From an optimization exercise on the open Yosys and OpenROAD flow, aimed at small area, a short achievable clock period and few clock cycles per item; shortcuts taken in it are not production practice.
In this exercise RTL edits were held to simulation tests only and were not proved equivalent to the original.
Power and IR drop assume default switching activity.

File: config.mk
export PLATFORM = sky130hd
export DESIGN_NAME = rename_unit
export DESIGN_NICKNAME = rename_unit
export VERILOG_FILES = /design/flow/design.v
export SDC_FILE = /design/flow/constraint.sdc
export NUM_CORES = 4
export LEC_CHECK = 0
export CAP_MARGIN = 35
export CORE_MARGIN = 2
export CORE_UTILIZATION = 40
export PLACE_DENSITY = 0.5
export SETUP_SLACK_MARGIN = 4
export SLEW_MARGIN = 35
File: constraint.sdc
create_clock -name core_clock -period 7.0 [get_ports {clock}]
set_input_delay 1.4000 -clock core_clock [delete_from_list [all_inputs] [get_ports {clock}]]
set_output_delay 1.4000 -clock core_clock [all_outputs]
set_load 0.01 [all_outputs]
File: design.v
`default_nettype none
module rename_unit (
    input  wire logic                                      clock,
    input  wire logic                                      reset,
    input  wire logic                                      squash,
    input  wire logic                                      request_valid,
    output logic                                           request_ready,
    input  wire logic [2*15-1:0]      request,
    output logic                                           result_valid,
    input  wire logic                                      result_ready,
    output logic [2*18-1:0]           result,
    input  wire logic [2*12-1:0]      retire
);
    localparam int NA = 32;
    localparam int PW = 6;
    localparam int AW = 5;
    localparam int RQ = 2*15;
    localparam int RS = 2*18;
    logic [NA-1:0][PW-1:0] spec_q;        
    logic [NA-1:0][PW-1:0] commit_q;      
    logic [NA-1:0][PW-1:0] ring_q;
    logic [4:0]  head_q;                  
    logic [4:0]  ch_q;                    
    logic [5:0]  count_q;                 
    logic        ge1_q, ge2_q;            
    logic [1:0]    rv_q;
    logic [AW-1:0] rarn0_q, rarn1_q;
    logic [PW-1:0] rprn0_q, rprn1_q;
    logic          sq_q;
    logic          hv_q, sv_q;
    logic [RQ-1:0] hd_q, sd_q;
    logic [1:0]    hl_q;
    logic          ov_q, kv_q;
    logic [RS-1:0] od_q, kd_q;
    logic [PW-1:0] old0, old1;            
    logic [PW-1:0] push0, push1;          
    logic [4:0]    ch1;
    logic [1:0]    nret;
    always_comb begin
        old0  = commit_q[rarn0_q];
        old1  = (rv_q[0] && rarn1_q == rarn0_q) ? rprn0_q : commit_q[rarn1_q];
        push0 = rv_q[0] ? old0 : old1;
        push1 = old1;
        ch1   = ch_q + 5'd1;
        nret  = 2'({1'b0, rv_q[0]} + {1'b0, rv_q[1]});
    end
    logic [AW-1:0] a0, b0, d0, a1, b1, d1;
    logic          live0, live1;
    logic          enough, adv;
    logic [PW-1:0] first, second, alloc0, alloc1;
    logic [RS-1:0] renamed;
    logic [1:0]    popped;
    always_comb begin
        {a1, b1, d1, a0, b0, d0} = hd_q;
        live0  = hl_q[0];
        live1  = hl_q[1];
        enough = ge2_q || (ge1_q && !(live0 && live1)) || !(live0 || live1);
        adv    = hv_q && enough && !kv_q && !sq_q;
        popped = adv ? 2'({1'b0, live0} + {1'b0, live1}) : 2'd0;
        first  = ring_q[head_q];
        second = ring_q[5'(head_q + 5'd1)];
        alloc0 = first;
        alloc1 = live0 ? second : first;
        renamed[35:30] = (live0 && a1 == d0) ? alloc0 : spec_q[a1];
        renamed[29:24] = (live0 && b1 == d0) ? alloc0 : spec_q[b1];
        renamed[23:18] = live1 ? alloc1 : '0;
        renamed[17:12] = spec_q[a0];
        renamed[11:6]  = spec_q[b0];
        renamed[5:0]   = live0 ? alloc0 : '0;
    end
    logic          accept_in, deliver, hload;
    logic [RQ-1:0] hnext;
    assign request_ready = !sv_q;
    assign accept_in     = request_valid && !sv_q;
    assign result_valid  = ov_q;
    assign result        = od_q;
    assign deliver       = ov_q && result_ready;
    assign hload         = adv || !hv_q;
    assign hnext         = sv_q ? sd_q : request;
    logic [5:0] base;
    logic [5:0] count_next;
    logic       ge1_next, ge2_next;
    always_comb begin
        base = count_q + 6'(nret);
        case (popped)
            2'd0: begin
                count_next = base;
                ge1_next   = base >= 6'd1;
                ge2_next   = base >= 6'd2;
            end
            2'd1: begin
                count_next = base - 6'd1;
                ge1_next   = base >= 6'd2;
                ge2_next   = base >= 6'd3;
            end
            default: begin
                count_next = base - 6'd2;
                ge1_next   = base >= 6'd3;
                ge2_next   = base >= 6'd4;
            end
        endcase
    end
    always_ff @(posedge clock) begin
        if (reset) begin
            head_q  <= '0;
            ch_q    <= '0;
            count_q <= 6'd32;
            ge1_q   <= 1'b1;
            ge2_q   <= 1'b1;
            rv_q    <= '0;
            sq_q    <= 1'b0;
            hv_q    <= 1'b0;
            sv_q    <= 1'b0;
            ov_q    <= 1'b0;
            kv_q    <= 1'b0;
        end else begin
            rv_q <= {retire[23], retire[11]};
            sq_q <= squash;
            ch_q <= ch_q + 5'(nret);
            if (sq_q) begin
                head_q  <= ch_q + 5'(nret);
                count_q <= 6'd32;
                ge1_q   <= 1'b1;
                ge2_q   <= 1'b1;
            end else begin
                head_q  <= head_q + 5'(popped);
                count_q <= count_next;
                ge1_q   <= ge1_next;
                ge2_q   <= ge2_next;
            end
            if (squash) begin
                hv_q <= 1'b0;
                sv_q <= 1'b0;
                ov_q <= 1'b0;
                kv_q <= 1'b0;
            end else begin
                if (hload) begin
                    hv_q <= sv_q || accept_in;
                    sv_q <= 1'b0;
                end else if (accept_in) begin
                    sv_q <= 1'b1;
                end
                if (deliver || !ov_q) begin
                    ov_q <= kv_q || adv;
                    kv_q <= 1'b0;
                end else if (adv) begin
                    kv_q <= 1'b1;
                end
            end
        end
    end
    always_ff @(posedge clock) begin
        rarn0_q <= retire[10:6];
        rprn0_q <= retire[5:0];
        rarn1_q <= retire[22:18];
        rprn1_q <= retire[17:12];
        if (hload) begin
            hd_q    <= hnext;
            hl_q[0] <= hnext[4:0] != '0;
            hl_q[1] <= hnext[19:15] != '0;
        end
        if (!sv_q) sd_q <= request;
        if (deliver || !ov_q) od_q <= kv_q ? kd_q : renamed;
        if (!kv_q) kd_q <= renamed;
    end
    always_ff @(posedge clock) begin
        if (reset) begin
            for (int i = 0; i < NA; i++) begin
                spec_q[i]   <= PW'(i);
                commit_q[i] <= PW'(i);
                ring_q[i]   <= PW'(i + NA);
            end
        end else begin
            for (int i = 1; i < NA; i++) begin
                if (rv_q[1] && rarn1_q == AW'(i))
                    commit_q[i] <= rprn1_q;
                else if (rv_q[0] && rarn0_q == AW'(i))
                    commit_q[i] <= rprn0_q;
            end
            for (int i = 1; i < NA; i++) begin
                if (sq_q) begin
                    if (rv_q[1] && rarn1_q == AW'(i))
                        spec_q[i] <= rprn1_q;
                    else if (rv_q[0] && rarn0_q == AW'(i))
                        spec_q[i] <= rprn0_q;
                    else
                        spec_q[i] <= commit_q[i];
                end else if (adv && live1 && d1 == AW'(i))
                    spec_q[i] <= alloc1;
                else if (adv && live0 && d0 == AW'(i))
                    spec_q[i] <= alloc0;
            end
            for (int i = 0; i < NA; i++) begin
                if ((rv_q[0] || rv_q[1]) && ch_q == 5'(i))
                    ring_q[i] <= push0;
                else if (rv_q[0] && rv_q[1] && ch1 == 5'(i))
                    ring_q[i] <= push1;
            end
        end
    end
endmodule
`default_nettype wire
File: run.sh
#!/bin/bash
# synth_recipe.tcl (not shown) runs the flow's synth.tcl, then flattens the netlist and writes it again
# the make line also repeats each setting of config.mk as NAME=value (left out here)
make -C /OpenROAD-flow-scripts/flow DESIGN_CONFIG=/design/flow/config.mk WORK_HOME=/design/flow/orfs CLKGATE_MAP_FILE= SYNTH_SCRIPT=/design/flow/synth_recipe.tcl finish
==> results.txt, run 1 <==
portion of synthesized cell area occupied by the leading cell type 29.3%; GRT Residual Overflow 0; max-slew headroom at the worst pin 27.3%; simple-gate share of the synthesized area 14.8%; worst min-delay path class flop to flop; element type at the critical path start flop; Commonest cells post-synth dfxtp_1 (677), nand2_1 (601), nor2_1 (424); maximum level of the CTS H-tree 3; power density relative to cell area 229 nW/µm²; core area 115000 µm²; cell at the root of the clock tree clkbuf_16; Post-Synthesis Cell Area 46300 µm²; Compound-Gate Fraction of Synth Area between 10% and 20%; layout net count 5065; maximum operating frequency 317 MHz; leading cell types by total area after synthesis dfxtp_1 (29%), mux4_2 (17%), mux2i_1 (6.9%); number of setup violations in the final report 0; Placed Cells incl. Taps 6136; final RePlAce weighted congestion 1.00; number of flops mapped to enable cells by yosys 68; Min Clock Period, post-route 3.15 ns; Final period util 45.0%; DRC viols 0; multiplexer share of the synthesized area 26.8%; cell accounting for the most synthesized area dfxtp_1; FF-to-FF setup slack 3.85 ns; drt initial violations about 6400; most common cell in the synthesized netlist dfxtp_1; Data arrival, critical path 3.74 ns; clock tree from TritonCTS built; iteration count of the initial detailed-routing pass 6; count of warnings emitted by yosys 1; register area share after synthesis between 30% and 40%; number of max-slew violations in the final report 0; area growth from synthesis to layout 24.6%; first-pass GRT wire length 319000 µm; total track usage 37.6%; post-synthesis async set-or-reset flop share 0%; non-filler instance count after layout 6575; crit-path max FO 7; largest net degree at the start of global routing 152; type of the setup path with the least slack flop to flop; dominant combinational cell family by area after synthesis multiplexers; Crit. End Element flop; XOR/XNOR Fraction of Synth Area 0.628%; Chip Width 344 µm; # clock sinks 745; Leak around 20 nW; run status no timing/DRC/antenna violations; number of global-route vias before repair 41300; Max Root-Sink Buffers 3; hpwl dp about 150000 µm; Initial Util 40.4%; layout cell share with drive strength beyond 1 between 20% and 30%; post-DR wirelength/cell 35.6 µm; via count between 40000 and 50000; number of max-cap violations 0; height of the chip ~340 µm; FF+latch count, synth roughly 750; antenna violations before repair 8; number of distinct library cell variants in the gate-level netlist after synthesis ~90; final-layout setup total negative slack 0 ns; number of antenna-violating nets in the routed design 0; # IOs 97; Post-Route Hold Slack 0.455 ns; data required time of the worst path 7.59 ns; Peak supply drop 0.168 mV; top_reg_cell synth dfxtp_1; die footprint 118000 µm²; Syn Nets 4921; average footprint of a synthesized cell 9.56 µm²; Vias/cell 6.89; number of hold violations in the final report 0; transition time of the tightest slew-check pin 1.09 ns; Final Routed Wirelength around 230000 µm; row cnt 124; Final Core Density 50.3%; clk slew on worst S/H paths 0.07 ns; Gate Count Post-Synth 4841; total power consumption of the routed design 13.2 mW; # hold bufs at CTS 0; worst clock skew on the final layout around 0.025 ns; Worst-Skew Late Latency about 0.71 ns; number of clock buffers inserted by TritonCTS 91; number of buffer cells added on primary ports 96; setup repair after global routing missed its margin yes; synthesized-area fraction occupied by adder cells 0.584%
==> worst max-delay path, stage by stage, from the launching register on <==
cell and delay (ns):
dfxtp_4 0.43, ha_4 0.20, xnor2_4 0.13, buf_12 0.15
mux4_2 0.49, mux2_4 0.29, a2111o_2 0.47, buf_12 0.16
mux2_4 0.33, buf_12 0.15, o211ai_1 0.16, nand2_1 0.07
==> cell type report <==
| cell class | count | area [µm²] |
|---|---|---|
| Clock inverter | 44 | 439 |
| Fill cell | 10600 | 56900 |
| Timing Repair Buffer | 475 | 5880 |
| Tap cell | 1512 | 1890 |
| Multi-Input combinational cell | 3635 | 31000 |
| Clock buffer | 123 | 2560 |
| Sequential cell | 745 | 15700 |
| Antenna cell | 4 | 10.0 |
| Inverter | 37 | 184 |
==> routing by layer <==
layer	up-vias	global-route usage, %	wire (µm)
met2	3253	55.7	98600
met4	10	24.2	19800
met5	-	0	49
met1	22400	48.3	87300
li1	18800	-	-
met3	855	10.6	28400
==> registers in the layout, indices dropped and copies added, names as in the netlist, 30 cells and up <==
register,flops
commit_q,186
hd_q,30
kd_q,36
od_q,36
ring_q,192
sd_q,30
spec_q,186
==> through the flow <==
stage / cell area, µm² / worst slack (ns)
final: 57600 / 3.85
after CTS: 54500 / 3.82
after floorplan: 46300 / 3.97
after global placement: 48400 / 2.60
after global routing: 57600 / 3.76
after detailed placement: 48500 / 2.68
==> final timing paths <==
check | from | endpoint | cells past startpoint
hold reg to reg | kd_q[24] | kd_q[24] | 2
setup / recovery | head_q[0] | spec_q[6] | 11
hold / removal | kd_q[24] | kd_q[24] | 2
setup reg to reg | head_q[0] | spec_q[6] | 11
==> cell families (layout without fill, tap and decap cells) <==
kind of cell | count (synthesis) | after routing
buffers and inverters | 462 | 679
AND/OR/NAND/NOR | 1512 | 1512
XOR/XNOR | 31 | 31
other | 0 | 4
adder cells (fa/ha/maj) | 21 | 21
multiplexers | 774 | 774
AO/OA/AOI/OAI | 1296 | 1297
flip-flops | 745 | 745
==> cell usage in the layout, fill, tap and decap left out, types with 26 or more instances in the layout <==
cell type          n
o21ai_1           53
nand2_1          582
nand2b_1         117
nor2b_1           32
a221o_1           28
a21oi_2           39
clkbuf_16        102
mux2_2            87
mux2i_1          292
a22o_1            37
a221oi_1         149
clkdlybuf4s50_1   67
nor2_1           374
edfxtp_1          68
dfxtp_1          658
mux4_2           356
a21oi_1          335
a211oi_1          37
buf_12            69
nor2_2            26
buf_6             52
o21ai_0          125
nand3_1           39
buf_4            196
a221oi_2          60
a31oi_1           75
and2_1            99
a22oi_1          114
nor3_1            80
==> power breakdown <==
part | switching [mW] | internal (mW) | total (mW)
combinational | 2.00 | 1.48 | 3.48
clock | 2.11 | 2.77 | 4.88
sequential | 0.292 | 4.56 | 4.85
total | 4.40 | 8.80 | 13.2
==> repair_timing <==
action	CTS	global route
setup endpoints to repair	609	396
buffers inserted	111	124
gates cloned	20	13
gates resized for setup	377	382
pin swaps	40	84
Testbench counts, summed over its fixed seeds: cycles 29,607, bundles 20,000.
==> inputs of run 2 (changes only) <==
--- a/config.mk
+++ b/config.mk
@@ -11,3 +11,3 @@
 export PLACE_DENSITY = 0.5
-export SETUP_SLACK_MARGIN = 4
+export SETUP_SLACK_MARGIN = 2
 export SLEW_MARGIN = 35
==> run 2 against run 1 <==
- fmax decreased by 29%
- clock skew increased by 0.032 ns
- still clean
- sequential cell count unchanged
- register-to-register slack got worse by 1.3 ns
- highest routed layer unchanged
- first-iteration DRC count decreased by 14%
- largest cell class unchanged
- global-route usage decreased by 2.5 points
==> results.txt, run 2 <==
die footprint 118000 µm² (unchanged); max FFs per register 192 (unchanged); non-filler instance count after layout 6313 (-4.0%); Logic pwr share 20.1% (-6.3 points); Chip Width 344 µm (unchanged); power density relative to cell area 240 nW/µm² (+4.7%); Final Routed Wirelength 213000 µm (-9.3%); simple-gate share of the synthesized area 14.8% (unchanged); internal power of the cells 8.41 mW (-4.4%); number of global-route vias before repair 39500 (-4.4%); final-layout setup total negative slack 0 ns (unchanged); maximum level of the CTS H-tree 3 (unchanged); run status no timing/DRC/antenna violations; height of the chip 344 µm (unchanged); DRC viols 0 (unchanged); row cnt 124 (unchanged); clock network fraction of design power 40.7% (+3.8 points); register bank with the most flops ring_q; portion of synthesized cell area occupied by the leading cell type 29.3% (unchanged); layout cell share with drive strength beyond 1 16.5% (-11 points); type of the setup path with the least slack flop to flop; sw frac 32.0% (-1.3 points); Compound-Gate Fraction of Synth Area 19.3% (unchanged); most common cell after layout, fill and taps aside dfxtp_1; via count 42500 (-6.3%); multiplexer share of the synthesized area 26.8% (unchanged); dominant combinational cell family by area after synthesis multiplexers; number of hold violations in the final report 0 (unchanged); number of flops mapped to enable cells by yosys 68 (unchanged); Placed Cells incl. Taps 6147 (+0.18%); number of clock buffers inserted by TritonCTS 89 (-2.2%); cell at the root of the clock tree clkbuf_16; register area share after synthesis 33.7% (unchanged); GRT Residual Overflow 0 (unchanged); clock tree from TritonCTS built; Crit. End Element flop; worst clock skew on the final layout 0.0567 ns (+0.0321 ns); Setup Fix Bufs, Post-CTS 0 (-100%); Commonest cells post-synth dfxtp_1 (677), nand2_1 (601), nor2_1 (424); most frequent cells in the layout dfxtp_1 (669), nand2_1 (601), nor2_1 (422); post-DR wirelength/cell 33.7 µm (-5.5%); Vias/cell 6.73 (-2.4%); Initial Util 40.4% (unchanged); # IOs 97 (unchanged); Leak 17.5 nW (-13%); sequential fraction of design power 39.2% (+2.5 points); layout net count 4806 (-5.1%); hpwl dp 151000 µm (-1.5%); max-slew headroom at the worst pin 29.9% (+2.6 points); Final period util 63.5% (+18 points); number of max-cap violations 0 (unchanged); # hold bufs at CTS 0 (unchanged); post-synthesis async set-or-reset flop share 0% (unchanged); FF+latch count, synth 745 (unchanged); Max Root-Sink Buffers 3 (unchanged); transition time of the tightest slew-check pin 1.04 ns (-0.0470 ns); number of setup violations in the final report 0 (unchanged); Resize count post-CTS 0 (-100%); net switching power figure 3.96 mW (-10%); final RePlAce weighted congestion 1.04 (+3.6%); largest net degree at the start of global routing 85 (-44%); Data arrival, critical path 5.02 ns (+1.28 ns); drt initial violations 5482 (-14%); # clock sinks 745 (unchanged); Worst-Skew Late Latency 0.72 ns (about the same); XOR/XNOR Fraction of Synth Area 0.628% (unchanged); leading cell types by total area after synthesis dfxtp_1 (29%), mux4_2 (17%), mux2i_1 (6.9%); count of warnings emitted by yosys 1 (unchanged); first-pass GRT wire length 301000 µm (-5.8%); iteration count of the initial detailed-routing pass 9 (+3); top_reg_cell synth dfxtp_1; Post-Synthesis Cell Area 46300 µm² (unchanged); fill cell count 11000 (+4.2%); total track usage 35.2% (-2.5 points); element type at the critical path start flop; most common cell in the synthesized netlist dfxtp_1; core area 115000 µm² (unchanged); Peak supply drop 0.184 mV (+9.6%); Min Clock Period, post-route 4.45 ns (+1.29 ns); number of distinct library cell variants in the gate-level netlist after synthesis 92 (unchanged); crit-path max FO 15 (+8); area growth from synthesis to layout 11.5%; clk slew on worst S/H paths 0.07 ns (about the same); data required time of the worst path 7.58 ns (about the same); Syn Nets 4921 (unchanged); number of max-slew violations in the final report 0 (unchanged); number of buffer cells added on primary ports 96 (unchanged); cell accounting for the most synthesized area dfxtp_1; setup repair after global routing missed its margin no; number of antenna-violating nets in the routed design 0 (unchanged); FF-to-FF setup slack 2.55 ns (-1.29 ns); maximum operating frequency 225 MHz (-29%); worst min-delay path class flop to flop; antenna violations before repair 3 (-5); Gate Count Post-Synth 4841 (unchanged); average footprint of a synthesized cell 9.56 µm² (unchanged); synthesized-area fraction occupied by adder cells 0.584% (unchanged); largest registers ranked by flip-flop count ring_q: 192 flops, commit_q: 186 flops, spec_q: 186 flops; total power consumption of the routed design 12.4 mW (-6.3%)
## run 2: cell count changes in the layout (fill, tap and decap cells not counted), sizes merged, moves of 3 or more
| cell | change |
|---|---|
| buf | -238 |
| bufbuf | -8 |
| bufinv | +6 |
| clkbuf | -15 |
| clkdlybuf4s50 | +28 |
| clkinv | -9 |
| clkinvlp | +5 |
| diode | -3 |
| dlygate4sd2 | -21 |
| dlymetal6s2s | -7 |
## run 2: area by class of cell
type	count	area (µm²)	share of cell area (%)
Multi-Input combinational cell	3634	28900	56.0
Sequential cell	745	15600	30.3
Clock buffer	118	2480	4.80
Timing Repair Buffer	219	1920	3.71
Tap cell	1512	1890	3.67
Clock inverter	47	622	1.21
Inverter	37	144	0.279
Antenna cell	1	2.50	0.00485
## run 2: power by group through the flow
| stage | clock network [mW] | registers [mW] | logic (mW) |
|---|---|---|---|
| finish | 5.03 | 4.85 | 2.49 |
| global route | 5.24 | 4.86 | 2.57 |
| CTS | 5.08 | 4.84 | 2.42 |
| detailed placement | 0 | 4.93 | 2.41 |
| global placement | 0 | 4.94 | 2.40 |
| floorplan | 0 | 4.79 | 1.49 |
## run 2: logic make-up after synthesis
kind of cell               after synthesis
AOI/OAI and AO/OA                     1296
xor gates and xnor gates                31
DFF                                    745
and+or+nand+nor                       1512
muxes                                  774
adders and majority gates               21
buffers and inverters                  462
## run 2: metal layers
metal	global-route usage, %	part of all wire [%]	vias up
li1	-	-	18200
met1	44.2	38	20900
met2	53.6	44	2671
met3	7.68	9.2	628
met4	25.1	8.8	6
met5	0	0.017	-
## run 2: worst paths after layout
check,cells after the start,from,end
worst max register to register,16,rv_q[0],count_q[5]
worst max-delay path,16,rv_q[0],count_q[5]
worst min register to register,2,kd_q[24],kd_q[24]
worst min-delay path,2,kd_q[24],kd_q[24]
## run 2: critical path: stages, from the launching register on
cell,delay [ns]
dfxtp_1,0.75
inv_2,0.32
ha_1,0.69
ha_1,0.27
ha_1,0.15
a21oi_1,0.05
nor2b_1,0.18
nor2_1,0.14
inv_1,0.11
ha_1,0.19
nand2_1,0.10
o2111ai_1,0.18
a21boi_0,0.53
mux2i_1,0.14
o31a_1,0.30
xor2_1,0.12
nand2_1,0.07
## run 2: per-stage QoR
step	hold slack, ns	cell area, µm²	setup WS (ns)	utilization, %
floorplan	0.430	46300	3.86	-
detailed placement	0.450	48500	2.55	42.3
global placement	0.449	48400	2.61	42.2
CTS	0.462	51500	2.53	45.0
finish	0.459	51600	2.55	45.0
global route	0.481	51600	2.29	45.0

## separate check: timing with driven ports
In the flow no input, the clock included, has a driving cell. The finished layouts below were timed again as built, in two steps. Step 1 assumes that a clkbuf_16 drives the clock port and a buf_2 every other input. Step 2 also shifts input and output timing later by t, the mid clock arrival at the registers, as if the neighbouring blocks saw the same clock. Three values: ideal ports, drivers, drivers and shift; two values: the first two.
| run | t (ns) | slack for setup (ns) | worst data-port slew with drivers (ns) |
|---|---|---|---|
| run 1 | 0.782 | 3.848 / 3.848 / 3.441 | 0.16 |
| run 2 | 0.764 | 2.555 / 2.555 / 2.555 | 0.06 |
After both steps every run listed still meets setup and hold. For run 1, which loses most, drivers alone change the setup slack by 0.000 ns; drivers and shift together by -0.407 ns.
